This design comes from an exercise in tuning for small area, a short achievable clock period and few clock cycles per item on the open sky130 flow, not from production work. The RTL was checked by simulation tests, not by an equivalence proof against the original design. Power and IR drop assume default switching activity.

==> design.v <==
package ile_pkg;
    localparam int MAX_ENTRIES_DEF = 64;
    typedef enum logic [2:0] {
        OP_READ     = 3'd0,
        OP_INS_HEAD = 3'd1,
        OP_INS_TAIL = 3'd2,
        OP_INS_POS  = 3'd3,
        OP_DELETE   = 3'd4
    } op_t;
    typedef struct packed {
        logic [2:0]          op;
        logic signed [15:0]  position;
        logic signed [31:0]  value;
    } in_item_t;
    typedef struct packed {
        logic signed [31:0]  read_value;
        logic                found;
        logic                accepted;
        logic [6:0]          length;
    } out_item_t;
    typedef struct packed {
        logic capture;      
        logic mem_read;     
        logic shift_step;   
        logic commit;       
        logic emit;         
    } ctrl_cmd_t;
    typedef struct packed {
        logic modify;       
        logic shift_done;   
        logic out_free;     
    } ctrl_stat_t;
endpackage
module ile_datapath
#(
    parameter int MAX_ENTRIES = ile_pkg::MAX_ENTRIES_DEF
)
(
    input  logic       clk,
    input  logic       rst_n,
    input  ile_pkg::in_item_t   item,
    input  ile_pkg::ctrl_cmd_t  cmd,
    output ile_pkg::ctrl_stat_t stat,
    output logic       result_valid,
    input  logic       result_stall,
    output ile_pkg::out_item_t  result
);
    localparam int IDX_W = $clog2(MAX_ENTRIES);
    localparam int CNT_W = $clog2(MAX_ENTRIES + 1);
    logic [31:0] mem [MAX_ENTRIES];
    logic [CNT_W-1:0] count_reg, count_next;
    logic             pend_reg, pend_next;
    logic             result_valid_reg, result_valid_next;
    logic [2:0]        op_reg;
    logic [31:0]       val_reg;
    logic [IDX_W-1:0]  slot_reg;
    logic              is_ins_reg;
    logic              mod_reg;
    logic              hit_reg;
    logic [CNT_W-1:0]  ptr_reg, ptr_next;
    logic [CNT_W-1:0]  rem_reg, rem_next;
    logic [IDX_W-1:0]  pend_addr_reg, pend_addr_next;
    logic [31:0]       rdata_reg;
    ile_pkg::out_item_t         result_reg;
    logic        pos_neg;
    logic [15:0] pos_u;
    logic [15:0] cnt16;
    logic        in_range;
    logic        full;
    logic [15:0] slot16;
    logic        ins_op;
    logic        ins_ok;
    logic             mem_we;
    logic             mem_re;
    logic [IDX_W-1:0] waddr;
    logic [31:0]      wdata;
    always_comb
    begin
        pos_neg  = item.position[15];
        pos_u    = item.position;
        cnt16    = 16'(count_reg);
        in_range = !pos_neg && (pos_u < cnt16);
        full     = (count_reg == CNT_W'(MAX_ENTRIES));
        ins_op   = (item.op == ile_pkg::OP_INS_HEAD) || (item.op == ile_pkg::OP_INS_TAIL) ||
                   (item.op == ile_pkg::OP_INS_POS);
        case (item.op)
            ile_pkg::OP_INS_HEAD: slot16 = '0;
            ile_pkg::OP_INS_TAIL: slot16 = cnt16;
            ile_pkg::OP_INS_POS:  slot16 = pos_neg ? 16'd0 : pos_u;
            default:     slot16 = '0;
        endcase
        ins_ok = !full && (slot16 <= cnt16);
    end
    always_comb
    begin
        mem_re = cmd.mem_read || (cmd.shift_step && (rem_reg != '0));
        mem_we = (cmd.shift_step && pend_reg) || (cmd.commit && is_ins_reg);
        waddr  = cmd.commit ? slot_reg : pend_addr_reg;
        wdata  = cmd.commit ? val_reg : rdata_reg;
    end
    always_comb
    begin
        ptr_next       = ptr_reg;
        rem_next       = rem_reg;
        pend_next      = pend_reg;
        pend_addr_next = pend_addr_reg;
        count_next     = count_reg;
        if (cmd.capture)
        begin
            pend_next = 1'b0;
            if (item.op == ile_pkg::OP_READ)
            begin
                ptr_next = CNT_W'(pos_u);
            end
            else if (item.op == ile_pkg::OP_DELETE)
            begin
                ptr_next = CNT_W'(pos_u) + CNT_W'(1);
                rem_next = count_reg - CNT_W'(pos_u) - CNT_W'(1);
            end
            else
            begin
                ptr_next = count_reg - CNT_W'(1);
                rem_next = count_reg - CNT_W'(slot16);
            end
        end
        else if (cmd.shift_step)
        begin
            if (rem_reg != '0)
            begin
                pend_next = 1'b1;
                rem_next  = rem_reg - CNT_W'(1);
                if (is_ins_reg)
                begin
                    pend_addr_next = ptr_reg[IDX_W-1:0] + IDX_W'(1);
                    ptr_next       = ptr_reg - CNT_W'(1);
                end
                else
                begin
                    pend_addr_next = ptr_reg[IDX_W-1:0] - IDX_W'(1);
                    ptr_next       = ptr_reg + CNT_W'(1);
                end
            end
            else
            begin
                pend_next = 1'b0;
            end
        end
        else if (cmd.commit)
        begin
            count_next = is_ins_reg ? count_reg + CNT_W'(1) : count_reg - CNT_W'(1);
        end
    end
    always_comb
    begin
        result_valid_next = result_valid_reg;
        if (cmd.emit)
        begin
            result_valid_next = 1'b1;
        end
        else if (!result_stall)
        begin
            result_valid_next = 1'b0;
        end
    end
    always_ff @(posedge clk or negedge rst_n)
    begin
        if (!rst_n)
        begin
            count_reg        <= '0;
            pend_reg         <= 1'b0;
            result_valid_reg <= 1'b0;
        end
        else
        begin
            count_reg        <= count_next;
            pend_reg         <= pend_next;
            result_valid_reg <= result_valid_next;
        end
    end
    always_ff @(posedge clk)
    begin
        if (cmd.capture)
        begin
            op_reg     <= item.op;
            val_reg    <= item.value;
            slot_reg   <= IDX_W'(slot16);
            is_ins_reg <= ins_op;
            mod_reg    <= (ins_op && ins_ok) || ((item.op == ile_pkg::OP_DELETE) && in_range);
            hit_reg    <= (item.op == ile_pkg::OP_READ) && in_range;
        end
        ptr_reg       <= ptr_next;
        rem_reg       <= rem_next;
        pend_addr_reg <= pend_addr_next;
    end
    always_ff @(posedge clk)
    begin
        if (mem_we)
        begin
            mem[waddr] <= wdata;
        end
        if (mem_re)
        begin
            rdata_reg <= mem[ptr_reg[IDX_W-1:0]];
        end
    end
    always_ff @(posedge clk)
    begin
        if (cmd.emit)
        begin
            if (op_reg == ile_pkg::OP_READ)
            begin
                result_reg.read_value <= hit_reg ? rdata_reg : 32'hFFFF_FFFF;
            end
            else
            begin
                result_reg.read_value <= '0;
            end
            result_reg.found    <= hit_reg;
            result_reg.accepted <= mod_reg;
            result_reg.length   <= 7'(count_reg);
        end
    end
    assign stat.modify     = mod_reg;
    assign stat.shift_done = (rem_reg == '0) && !pend_reg;
    assign stat.out_free   = !result_valid_reg || !result_stall;
    assign result_valid = result_valid_reg;
    assign result       = result_reg;
endmodule
module ile_controller
(
    input  logic       clk,
    input  logic       rst_n,
    input  logic       item_valid,
    output logic       item_stall,
    input  ile_pkg::ctrl_stat_t stat,
    output ile_pkg::ctrl_cmd_t  cmd
);
    typedef enum logic [4:0] {
        S_IDLE   = 5'b00001,
        S_DECIDE = 5'b00010,
        S_SHIFT  = 5'b00100,
        S_FINISH = 5'b01000,
        S_OUT    = 5'b10000
    } state_t;
    state_t state_reg, state_next;
    always_comb
    begin
        state_next = state_reg;
        cmd        = '0;
        item_stall = 1'b1;
        case (state_reg)
            S_IDLE:
            begin
                item_stall = 1'b0;
                if (item_valid)
                begin
                    cmd.capture = 1'b1;
                    state_next  = S_DECIDE;
                end
            end
            S_DECIDE:
            begin
                cmd.mem_read = 1'b1;
                state_next   = stat.modify ? S_SHIFT : S_OUT;
            end
            S_SHIFT:
            begin
                if (stat.shift_done)
                begin
                    state_next = S_FINISH;
                end
                else
                begin
                    cmd.shift_step = 1'b1;
                end
            end
            S_FINISH:
            begin
                cmd.commit = 1'b1;
                state_next = S_OUT;
            end
            S_OUT:
            begin
                if (stat.out_free)
                begin
                    cmd.emit   = 1'b1;
                    state_next = S_IDLE;
                end
            end
            default:
            begin
                state_next = S_IDLE;
            end
        endcase
    end
    always_ff @(posedge clk or negedge rst_n)
    begin
        if (!rst_n)
        begin
            state_reg <= S_IDLE;
        end
        else
        begin
            state_reg <= state_next;
        end
    end
endmodule
module indexed_list_engine
#(
    parameter int MAX_ENTRIES = ile_pkg::MAX_ENTRIES_DEF
)
(
    input  logic      clk,
    input  logic      rst_n,
    input  logic      item_valid,
    output logic      item_stall,
    input  logic [50:0] item,
    output logic      result_valid,
    input  logic      result_stall,
    output logic [40:0] result
);
    ile_pkg::in_item_t  item_s;
    ile_pkg::out_item_t result_s;
    assign item_s = item;
    assign result = result_s;
    ile_pkg::ctrl_cmd_t  cmd;
    ile_pkg::ctrl_stat_t stat;
    ile_controller u_ctrl
    (
        .clk        (clk),
        .rst_n      (rst_n),
        .item_valid (item_valid),
        .item_stall (item_stall),
        .stat       (stat),
        .cmd        (cmd)
    );
    ile_datapath #(
        .MAX_ENTRIES (MAX_ENTRIES)
    ) u_dp
    (
        .clk          (clk),
        .rst_n        (rst_n),
        .item         (item_s),
        .cmd          (cmd),
        .stat         (stat),
        .result_valid (result_valid),
        .result_stall (result_stall),
        .result       (result_s)
    );
endmodule
==> run.sh <==
#!/bin/bash
# synth_recipe.tcl (not shown) runs the flow's synth.tcl, then flattens the netlist and writes it again
# the make line also repeats each setting of config.mk as NAME=value (left out here)
make -C /OpenROAD-flow-scripts/flow DESIGN_CONFIG=/design/flow/config.mk WORK_HOME=/design/flow/orfs CLKGATE_MAP_FILE= SYNTH_SCRIPT=/design/flow/synth_recipe.tcl finish
==> config.mk <==
export PLATFORM = sky130hd
export DESIGN_NAME = indexed_list_engine
export DESIGN_NICKNAME = indexed_list_engine
export VERILOG_FILES = /design/flow/design.v
export SDC_FILE = /design/flow/constraint.sdc
export NUM_CORES = 4
export LEC_CHECK = 0
export CAP_MARGIN = 20
export CORE_MARGIN = 2
export CORE_UTILIZATION = 40
export SLEW_MARGIN = 20
==> constraint.sdc <==
create_clock -name core_clock -period 5.0 [get_ports {clk}]
set_input_delay 1.0000 -clock core_clock [delete_from_list [all_inputs] [get_ports {clk}]]
set_output_delay 1.0000 -clock core_clock [all_outputs]
set_load 0.01 [all_outputs]
==> run notes <==
-- per-layer routing --
layer / wire length (µm) / up-vias / track usage [%]
met4: 7260 / 0 / 6.61
li1: - / 17500 / -
met1: 93200 / 23100 / 28.6
met5: 0 / - / 0
met2: 111000 / 1807 / 34.0
met3: 16500 / 356 / 3.47
-- placed cells by master (no fill, tap or decap), types with 53 or more instances in the layout --
cell	netlist	final
a21oi_1	122	121
buf_4	31	178
clkbuf_1	79	61
clkbuf_16	0	214
clkdlybuf4s50_1	0	97
edfxtp_1	2184	2184
inv_1	69	68
mux2i_1	111	111
mux4_2	491	491
nand2_1	117	116
nor2_1	146	85
nor2_4	0	59
o21ai_0	53	53
-- power by group --
group          internal (mW)  switching, mW
clock                   8.54           6.83
combinational           5.51           9.62
sequential              22.4          0.420
total                   36.4           16.9
-- layout make-up --
class                   instances  share of cell area (%)
multi-input cells            1554                    19.1
inverters                      73                   0.282
repair buffers                305                    2.96
clock inverters               110                    1.04
flip-flops and latches       2198                    67.3
diodes                          2                 0.00511
clock buffers                 275                    5.70
well taps                    2821                    3.60
-- kinds of logic after synthesis --
kind of cell | count (synthesis) | share of synthesized area [%]
compound gates | 428 | 3.34
xor+xnor | 36 | 0.368
simple gates | 409 | 2.17
mux | 637 | 14.7
buf+inv | 271 | 1.73
fa+ha+maj | 44 | 0.678
flops | 2198 | 77.0
-- final timing paths --
path | startpoint | to | slack (ns) | cells after the start
hold reg to reg | u_dp.count_reg[6] | u_dp.result_reg[6] | 0.50 | 0
setup / recovery | u_ctrl.state_reg[4] | u_dp.mem[57][1] | 0.99 | 6
min in group asynchronous | rst_n | u_dp.pend_reg | 0.63 | 1
setup reg to reg | u_ctrl.state_reg[4] | u_dp.mem[57][1] | 0.99 | 6
hold / removal | u_dp.count_reg[6] | u_dp.result_reg[6] | 0.50 | 0
max in group asynchronous | rst_n | u_dp.count_reg[1] | 3.82 | 1
-- stage by stage --
step / instances / power [mW] / hold WS (ns) / worst slack, ns / instance area (µm²)
detailed placement: 6949 / 38.3 / 0.480 / 1.02 / 91300
finish: 7338 / 53.3 / 0.496 / 0.992 / 98000
floorplan: 4023 / 32.2 / 0.446 / 1.51 / 85600
global route: 7337 / 55.0 / 0.509 / 0.738 / 98000
global placement: 6948 / 38.2 / 0.473 / 0.949 / 91300
CTS: 7334 / 53.6 / 0.494 / 1.02 / 97900
==> run notes <==
DRT Pass-1 Iters=5; Fin. Hold Viols=0; register area=0.0659 mm²; max-slew violation count=0; RSZ-0062 raised after global routing=false; antenna-violating nets left=0; core area=0.213 mm²; Synth Register Bits=2,198; first-pass GRT wire length=323,000 µm; grt ovf=0; CTS Root Cell=clkbuf_16; CTS tree=built; crit-path cells=nor2_1 > nand3_4 > o21ai_0 > nand2_1 > nor2_4 > buf_4; fin crit period=4.01 ns; post-synthesis cell count=4,023; overall routing resource usage=20.8%; syn avg cell area=21.3 µm²; commonest cells in the netlist=edfxtp_1 (2,184), mux4_2 (491), nor2_1 (146), a21oi_1 (122), nand2_1 (117); die area=0.218 mm²; Post-CTS Setup Bufs=0; Layout Skew=0.0315 ns; # setup viols final=0; Starting Density=40.3%; Netlist cell types=67; largest net degree at the start of global routing=109; endpoint class of the critical path=flip-flop; via count=42,800; DRC=0; most common cell in the synthesized netlist=edfxtp_1; initial DRC count=5,469; CP arrival=4.55 ns; Synth Cell Area=0.0856 mm²; CTS resizes=0; Bufs and invs on worst path=1; register area share after synthesis=77.0%; DPL Wire Length=132,000 µm; CP Max Fanout=30; Fin Setup TNS=0 ns; vias in the first global route=42,900; Post-CTS Hold Buffers=0; period utilization=80.2%; top post-synthesis cells by area=edfxtp_1 (77%), mux4_2 (13%), mux2i_1 (1.3%), a21oi_1 (0.71%), nor2_1 (0.64%); Worst-path clk slew=0.06 ns; WL final=228,000 µm; synthesis-to-layout area growth=14.4%; CTS Sinks=2,198; status=complete, no violations; CTS Buf Count=211; delay-heaviest family, CP=simple AND/OR/NAND/NOR gates; initial antenna violation count=1; Port Buf Inserts=97; Hold WC Path Type=reg2reg; drt wl/cell=31.1 µm; PD cells=544 mW/mm²; P_leak=31.0 nW; fin util=46.1%; slowest stage delay, CP=1.00 ns; max reg flops=2,048; IO Pins=98; Rel. slew slack=24.9%; Fill cells=17,600; multi-input logic area=0.0187 mm²; Nets=4,442; Yosys top cell area share=76.6%; GP Congestion=0.871; Synth Net Count=4,122; YS warnings=2; htree depth=4; CP Class=reg2reg; Worst setup SP type=flip-flop; measured slew at the worst slew-check pin=1.13 ns; async set-reset flop share out of synthesis=0.637%; main flop type after synthesis=edfxtp_1; clk buf depth=3; MaxCap Viol Count=0; EDFF count, synth=2,184; Synth area leader=edfxtp_1; share of cells above drive strength 1=24.1%; vias per cell=5.83; Peak VDD IR=0.615 mV; CP required=5.55 ns; Clock Latency Late Sink=0.87 ns; Rows=169; Die W=467 µm; Crit-path slowest cell=nor2_4; Fmax achieved=250 MHz; Die H=467 µm
Testbench counts, summed over its fixed seeds: cycles 183,604, items 12,800.

port drivers added, routing unchanged:
No port has a modelled driver above. Below, the same layout with a new extraction and two added sets of constraints.
Step 1, drivers: a clkbuf_16 drives clk and a buf_2 each remaining input, both assumed.
Step 2 also shifts input and output timing later by t, the mid clock arrival at the registers, as if the neighbouring blocks saw the same clock.
Slacks: ideal / step 1 / step 2; pairs: ideal / step 1.
t (ns): 0.943
setup slack, ns: 0.992 / 0.992 / 0.906
hold WS [ns]: 0.496 / 0.496 / 0.496
latest minus earliest clock arrival (ns): 0.039 / 0.040
worst data-port slew with drivers (ns): 0.09
After both steps setup and hold are still met in this run. For this run, drivers alone change the setup slack by 0.000 ns; drivers and shift together by -0.086 ns.
